This is an optimization exercise on Yosys and OpenROAD, whose aim is small area, a short achievable clock period and few clock cycles per item, not a production implementation.
No activity file was given, so power comes from the tool's default toggle rates. The flow treats the clock pin as an ideal source, which a real chip does not have.

## red
Design sobel_stream_filter, start of the top module:
module sobel_stream_filter #(
  parameter int IMG_W  = 256,
  parameter int IMG_H  = 256,
  parameter int CH_W   = 8
) (
  input  logic                i_clk,
  input  logic                i_rst,
  input  logic                rgb_vld,
  input  logic [3*CH_W-1:0]   rgb_data,
  output logic                rgb_busy,
  output logic                result_vld,
  output logic [3*CH_W-1:0]   result_data,
  input  logic                result_busy
);
  localparam int CW   = $clog2(IMG_W);
  localparam int RW   = $clog2(IMG_H);
  localparam int NT   = 4;                 
  localparam int TW   = $clog2(NT);
  localparam int SEG  = IMG_W / NT;        
  localparam int QD   = 4;                 
  localparam int CAP  = QD + 1;            
  localparam int QW   = $clog2(QD + 1);
  typedef logic [CH_W-1:0] pix_t;
  logic [CW-1:0] col;
  logic [RW-1:0] row;
  logic [CW-1:0] dl;         
  logic [2:0]    cnt;        
  logic          vh;         
  logic [CH_W:0] rbh;        
  pix_t          gh;         
  logic          fire;       
  logic [NT-1:0] wt;         
  logic          acc, hit, xfer;
  assign acc  = rgb_vld && !rgb_busy;
  assign xfer = result_vld && !result_busy;
  ...
clock: 8.0 ns
lec_check: 0
cap_margin: 20
core_margin: 2
core_utilization: 40
cts_buf_list: sky130_fd_sc_hd__clkbuf_16
cts_cluster_size: 30
place_density: 0.6
setup_slack_margin: 5
slew_margin: 20
run.sh (not shown) runs the stock make flow with config.mk's settings and CLKGATE_MAP_FILE= SYNTH_SCRIPT=/design/flow/synth_recipe.tcl, a recipe that flattens the netlist after the stock synthesis.
red went all the way through synthesis, placement and routing and the layout is clean on timing, DRC and antenna.
Modified inputs, blue compared to red
# red
export LEC_CHECK = 0
export CAP_MARGIN = 20
export CORE_MARGIN = 2
export CORE_UTILIZATION = 40
export CTS_BUF_LIST = sky130_fd_sc_hd__clkbuf_16
export CTS_CLUSTER_SIZE = 30
export PLACE_DENSITY = 0.6
export SETUP_SLACK_MARGIN = 5
export SLEW_MARGIN = 20
create_clock -name core_clock -period 8.0 [get_ports {i_clk}]
# blue
export LEC_CHECK = 0
export CAP_MARGIN = 20
export CORE_MARGIN = 2
export CORE_UTILIZATION = 40
export CTS_BUF_LIST = sky130_fd_sc_hd__clkbuf_8
export CTS_CLUSTER_DIAMETER = 50
export CTS_CLUSTER_SIZE = 20
export PLACE_DENSITY = 0.6
export SETUP_SLACK_MARGIN = 5
export SLEW_MARGIN = 20
create_clock -name core_clock -period 8.0 [get_ports {i_clk}]
### Flow results
The flow did not stop early for blue: all stages ran, and the layout cleared the timing, design-rule and antenna checks. In blue relative to red, wire length of the first global-routing pass had gone down by a few percent. | setup slack | blue vs red | 0.20 ns lower |. Going from red to blue, critical path arrival grows by 0.20 ns. Total power of blue is lower than that of red.
### blue -> green
# blue
export LEC_CHECK = 0
export CAP_MARGIN = 20
export CORE_MARGIN = 2
export CORE_UTILIZATION = 40
export CTS_BUF_LIST = sky130_fd_sc_hd__clkbuf_8
export CTS_CLUSTER_DIAMETER = 50
export CTS_CLUSTER_SIZE = 20
export PLACE_DENSITY = 0.6
export SETUP_SLACK_MARGIN = 5
export SLEW_MARGIN = 20
create_clock -name core_clock -period 8.0 [get_ports {i_clk}]
# green
export LEC_CHECK = 0
export CAP_MARGIN = 20
export CORE_MARGIN = 2
export CORE_UTILIZATION = 40
export PLACE_DENSITY = 0.6
export SETUP_SLACK_MARGIN = 5
export SLEW_MARGIN = 20
create_clock -name core_clock -period 8.0 [get_ports {i_clk}]
==> comparison <==
- NOTE: fraction of standard cell area in multi-input logic in green falls short of that of blue
- green completed every stage of the flow, and the final layout passed the timing, design-rule and antenna checks.
- Per the comparison of green with blue, setup slack saw an increase; clock network fraction of total power saw an increase.
Here is what was changed in the inputs of orange compared with green.
# green
export LEC_CHECK = 0
export CAP_MARGIN = 20
export CORE_MARGIN = 2
export CORE_UTILIZATION = 40
export PLACE_DENSITY = 0.6
export SETUP_SLACK_MARGIN = 5
export SLEW_MARGIN = 20
create_clock -name core_clock -period 8.0 [get_ports {i_clk}]
# orange
export LEC_CHECK = 0
export CAP_MARGIN = 20
export CORE_MARGIN = 2
export CORE_UTILIZATION = 40
export CTS_BUF_LIST = sky130_fd_sc_hd__clkbuf_16
export CTS_CLUSTER_DIAMETER = 60
export CTS_CLUSTER_SIZE = 30
export PLACE_DENSITY = 0.6
export SETUP_SLACK_MARGIN = 5
export SLEW_MARGIN = 20
create_clock -name core_clock -period 8.0 [get_ports {i_clk}]
==> comparison <==
- orange did not stop at any stage, and its layout met the timing, design-rule and antenna checks.
- Power per unit of standard cell area | orange below green
- Compared green against orange; synthesized cell count within noise.
- Area growth from synthesis to layout was higher in the run labelled green.
- NOTE post-layout instance area green->orange decreased by a few percent
- In orange, the final critical path time including I/O delays and setup came out 0.024 ns above the value in green.
- orange against green; amount of wire on met3 after detailed routing is down by more than 10%.
No run of this note included a check of the RTL's function; only the layout flow was run.

The RTL this note starts from:
==> flow/design.v <==
module sobel_stream_filter #(
  parameter int IMG_W  = 256,
  parameter int IMG_H  = 256,
  parameter int CH_W   = 8
) (
  input  logic                i_clk,
  input  logic                i_rst,
  input  logic                rgb_vld,
  input  logic [3*CH_W-1:0]   rgb_data,
  output logic                rgb_busy,
  output logic                result_vld,
  output logic [3*CH_W-1:0]   result_data,
  input  logic                result_busy
);
  localparam int CW   = $clog2(IMG_W);
  localparam int RW   = $clog2(IMG_H);
  localparam int NT   = 4;                 
  localparam int TW   = $clog2(NT);
  localparam int SEG  = IMG_W / NT;        
  localparam int QD   = 5;                 
  localparam int CAP  = QD + 1;            
  localparam int QW   = $clog2(QD + 1);
  typedef logic [CH_W-1:0] pix_t;
  logic [CW-1:0] col;
  logic [RW-1:0] row;
  logic [CW-1:0] dl;         
  logic [2:0]    cnt;        
  logic          vh;         
  logic [CH_W:0] rbh;        
  pix_t          gh;         
  logic          fire;       
  logic [NT-1:0] wt;         
  logic          acc, hit, xfer;
  assign acc  = rgb_vld && !rgb_busy;
  assign xfer = result_vld && !result_busy;
  logic [CW-1:0] dl_n;
  logic [2:0]    cnt_f, cnt_n;
  logic          vh_n, fire_n, room_n;
  assign dl_n   = fire ? dl : dl + 1'b1;
  assign cnt_f  = cnt + {2'b00, fire && hit};
  assign cnt_n  = cnt_f - {2'b00, xfer};
  assign room_n = xfer ? (cnt_f <= 3'(CAP)) : (cnt_f < 3'(CAP));
  assign vh_n   = acc || (vh && !fire);
  assign fire_n = vh_n && (dl_n[CW-TW-1:0] == '0) && room_n;
  logic [CW-1:0] col_n;
  logic [RW-1:0] row_n;
  assign col_n = (col == CW'(IMG_W - 1)) ? '0 : col + 1'b1;
  assign row_n = (col == CW'(IMG_W - 1)) ? ((row == RW'(IMG_H - 1)) ? '0 : row + 1'b1) : row;
  always_ff @(posedge i_clk) begin
    if (i_rst) begin
      col      <= '0;
      row      <= '0;
      hit      <= 1'b0;
      dl       <= '1;     
      cnt      <= '0;
      vh       <= 1'b0;
      fire     <= 1'b0;
      wt       <= '0;
      rgb_busy <= 1'b0;
    end else begin
      dl   <= dl_n;
      cnt  <= cnt_n;
      vh   <= vh_n;
      fire <= fire_n;
      for (int j = 0; j < NT; j++)
        wt[j] <= fire_n && (dl_n[CW-1 -: TW] == TW'(j));
      if (fire) begin
        col <= col_n;
        row <= row_n;
        hit <= (row_n >= RW'(2)) && (col_n >= CW'(2));
      end
      rgb_busy <= vh_n && !fire_n;
    end
  end
  always_ff @(posedge i_clk) begin
    if (acc) begin
      rbh <= {1'b0, rgb_data[3*CH_W-1 -: CH_W]} + {1'b0, rgb_data[CH_W-1:0]};
      gh  <= rgb_data[2*CH_W-1 -: CH_W];
    end
  end
  logic [CH_W+1:0] y_sum;
  pix_t            yh;
  assign y_sum = {1'b0, rbh} + {1'b0, gh, 1'b0};
  assign yh    = y_sum[CH_W+1:2];
  logic [2*CH_W-1:0] ring [IMG_W];
  pix_t              y_f;              
  logic [2*CH_W-1:0] tap  [NT];        
  always_comb begin
    for (int j = 0; j < NT; j++) tap[j] = ring[(j * SEG + IMG_W - 1) % IMG_W];
  end
  logic [NT-1:0] wf;
  always_ff @(posedge i_clk) begin
    if (i_rst) wf <= '0;
    else       wf <= wt;
  end
  always_ff @(posedge i_clk) begin
    for (int i = 0; i < IMG_W; i++) begin
      if (i % SEG == 1) begin
        if (wf[i / SEG]) ring[i] <= {ring[i-1][CH_W-1:0], y_f};
        else             ring[i] <= ring[i-1];
      end else begin
        ring[i] <= ring[(i + IMG_W - 1) % IMG_W];
      end
    end
  end
  logic [2*CH_W-1:0] t_c, t_f;
  logic              v_f, h_f;
  always_comb begin
    t_c = '0;
    for (int j = 0; j < NT; j++) if (wt[j]) t_c = t_c | tap[j];
  end
  always_ff @(posedge i_clk) begin
    t_f <= t_c;
    y_f <= yh;
    if (i_rst) begin
      v_f <= 1'b0;
      h_f <= 1'b0;
    end else begin
      v_f <= fire;
      h_f <= fire && hit;
    end
  end
  pix_t                   a_f, b_f;
  logic        [CH_W+1:0] s_c, s_s;
  logic signed [CH_W:0]   d_c, d_s;
  logic                   v_s, h_s;
  assign a_f = t_f[CH_W-1:0];
  assign b_f = t_f[2*CH_W-1:CH_W];
  assign s_c = {2'b00, b_f} + {1'b0, a_f, 1'b0} + {2'b00, y_f};
  assign d_c = $signed({1'b0, y_f}) - $signed({1'b0, b_f});
  always_ff @(posedge i_clk) begin
    s_s <= s_c;
    d_s <= d_c;
    if (i_rst) begin
      v_s <= 1'b0;
      h_s <= 1'b0;
    end else begin
      v_s <= v_f;
      h_s <= h_f;
    end
  end
  logic        [CH_W+1:0] s1, s2;
  logic signed [CH_W:0]   d1;
  logic signed [CH_W+2:0] e, gx, gy;
  pix_t                   gx_g, gy_g;
  logic                   sx_g, sy_g, ox_g, oy_g, h_g;
  assign gx = $signed({1'b0, s_s}) - $signed({1'b0, s2});
  assign gy = d_s + e;
  always_ff @(posedge i_clk) begin
    if (v_s) begin
      s1 <= s_s;
      s2 <= s1;
      d1 <= d_s;
      e  <= (d_s <<< 1) + d1;
    end
    gx_g <= gx[CH_W-1:0] ^ {CH_W{gx[CH_W+2]}};
    gy_g <= gy[CH_W-1:0] ^ {CH_W{gy[CH_W+2]}};
    sx_g <= gx[CH_W+2];
    sy_g <= gy[CH_W+2];
    ox_g <= gx[CH_W+1:CH_W] != {2{gx[CH_W+2]}};
    oy_g <= gy[CH_W+1:CH_W] != {2{gy[CH_W+2]}};
    if (i_rst) h_g <= 1'b0;
    else       h_g <= h_s;
  end
  logic [CH_W+1:0] msum;
  pix_t            m;
  assign msum = {2'b00, gx_g} + {2'b00, gy_g}
              + {{(CH_W+1){1'b0}}, sx_g} + {{(CH_W+1){1'b0}}, sy_g};
  assign m    = (ox_g || oy_g || msum[CH_W+1:CH_W] != 2'b00) ? '1 : msum[CH_W-1:0];
  pix_t m_r;
  logic h_m;
  always_ff @(posedge i_clk) begin
    m_r <= m;
    if (i_rst) h_m <= 1'b0;
    else       h_m <= h_g;
  end
  pix_t          q [QD];
  logic [QW-1:0] qn;                
  pix_t          out_d;
  logic          ld;                
  assign ld = !result_vld || !result_busy;
  always_ff @(posedge i_clk) begin
    if (i_rst) begin
      result_vld <= 1'b0;
      qn         <= '0;
    end else begin
      if (ld) begin
        if (qn != '0) begin
          result_vld <= 1'b1;
          qn         <= qn - 1'b1 + QW'(h_m);
        end else begin
          result_vld <= h_m;
        end
      end else begin
        qn <= qn + QW'(h_m);
      end
    end
  end
  always_ff @(posedge i_clk) begin
    if (ld) out_d <= (qn != '0) ? q[0] : m_r;
    for (int i = 0; i < QD; i++) begin
      if (ld && qn != '0) begin
        if (h_m && (QW'(i) == qn - 1'b1)) q[i] <= m_r;
        else if (i < QD - 1)              q[i] <= q[i+1];
      end else if (!ld) begin
        if (h_m && (QW'(i) == qn)) q[i] <= m_r;
      end
    end
  end
  assign result_data = {out_d, out_d, out_d};
endmodule
export LEC_CHECK = 0
export CAP_MARGIN = 20
export CORE_MARGIN = 2
export CORE_UTILIZATION = 72
export CTS_BUF_LIST = sky130_fd_sc_hd__clkbuf_16
export CTS_CLUSTER_DIAMETER = 60
export CTS_CLUSTER_SIZE = 30
export PLACE_DENSITY = 0.8
export SETUP_SLACK_MARGIN = 5
export SLEW_MARGIN = 20
create_clock -name core_clock -period 8.0 [get_ports {i_clk}]
standard.sh (not shown) runs the stock make flow with config.mk's settings and CLKGATE_MAP_FILE= SYNTH_SCRIPT=/design/flow/synth_recipe.tcl, a recipe that flattens the netlist after the stock synthesis.
==> flow/flow/run.sh <==
#!/bin/bash
# The standard layout, with clock tree synthesis told not to add dummy
# loads (the clock tree is otherwise as the flow settings ask).
set -euo pipefail
export CTS_ARGS="-sink_clustering_enable -repair_clock_nets -sink_clustering_size 30 -sink_clustering_max_diameter 60 -buf_list sky130_fd_sc_hd__clkbuf_16 -dont_use_dummy_load"
bash standard.sh > standard.log 2>&1
The first run finished with timing, DRC and antenna clean.
Edit:
Settings changed: CORE_UTILIZATION 72 to 65, PLACE_DENSITY 0.8 to 0.75.
Result: Non-clock buffer count climbs by 4; clock-buffer cell count climbs by 5; die area climbs by 11%; routed wire length drops by 17%; synthesized cell count stays the same; utilization drops by 7.3 points; worst setup slack degrades by 0.098 ns; power is about the same; via count drops by 2.8%; cell count climbs by 2.5%.
No run of this note included a check of the RTL's function; only the layout flow was run.

[port drivers added, routing unchanged]
In the flow no input, the clock included, has a driving cell. The finished layouts below were timed again as built, in two steps.
Step 1 assumes that a clkbuf_16 drives the clock port and a buf_2 every other input.
Step 2 also shifts input and output timing later by t, the mid clock arrival at the registers, as if the neighbouring blocks saw the same clock.
a / b / c = ideal ports / drivers / drivers and shift; a / b = the first two.
run	t (ns)	setup slack, ns	worst hold slack (ns)
red	0.984	4.887 / 4.804 / 4.178	0.275 / 0.275 / 0.275
blue	1.062	4.687 / 4.607 / 4.050	0.281 / 0.281 / 0.281
green	0.982	4.888 / 4.805 / 4.161	0.279 / 0.279 / 0.279
orange	0.907	4.864 / 4.781 / 4.270	0.307 / 0.307 / 0.307
the first run of note 2	0.851	4.990 / 4.918 / 4.270	0.230 / 0.230 / 0.230
the second run of note 2	0.857	4.892 / 4.812 / 4.199	0.253 / 0.253 / 0.253
After both steps every run listed still meets setup and hold. For green, which loses most, drivers alone change the setup slack by -0.083 ns; drivers and shift together by -0.727 ns.
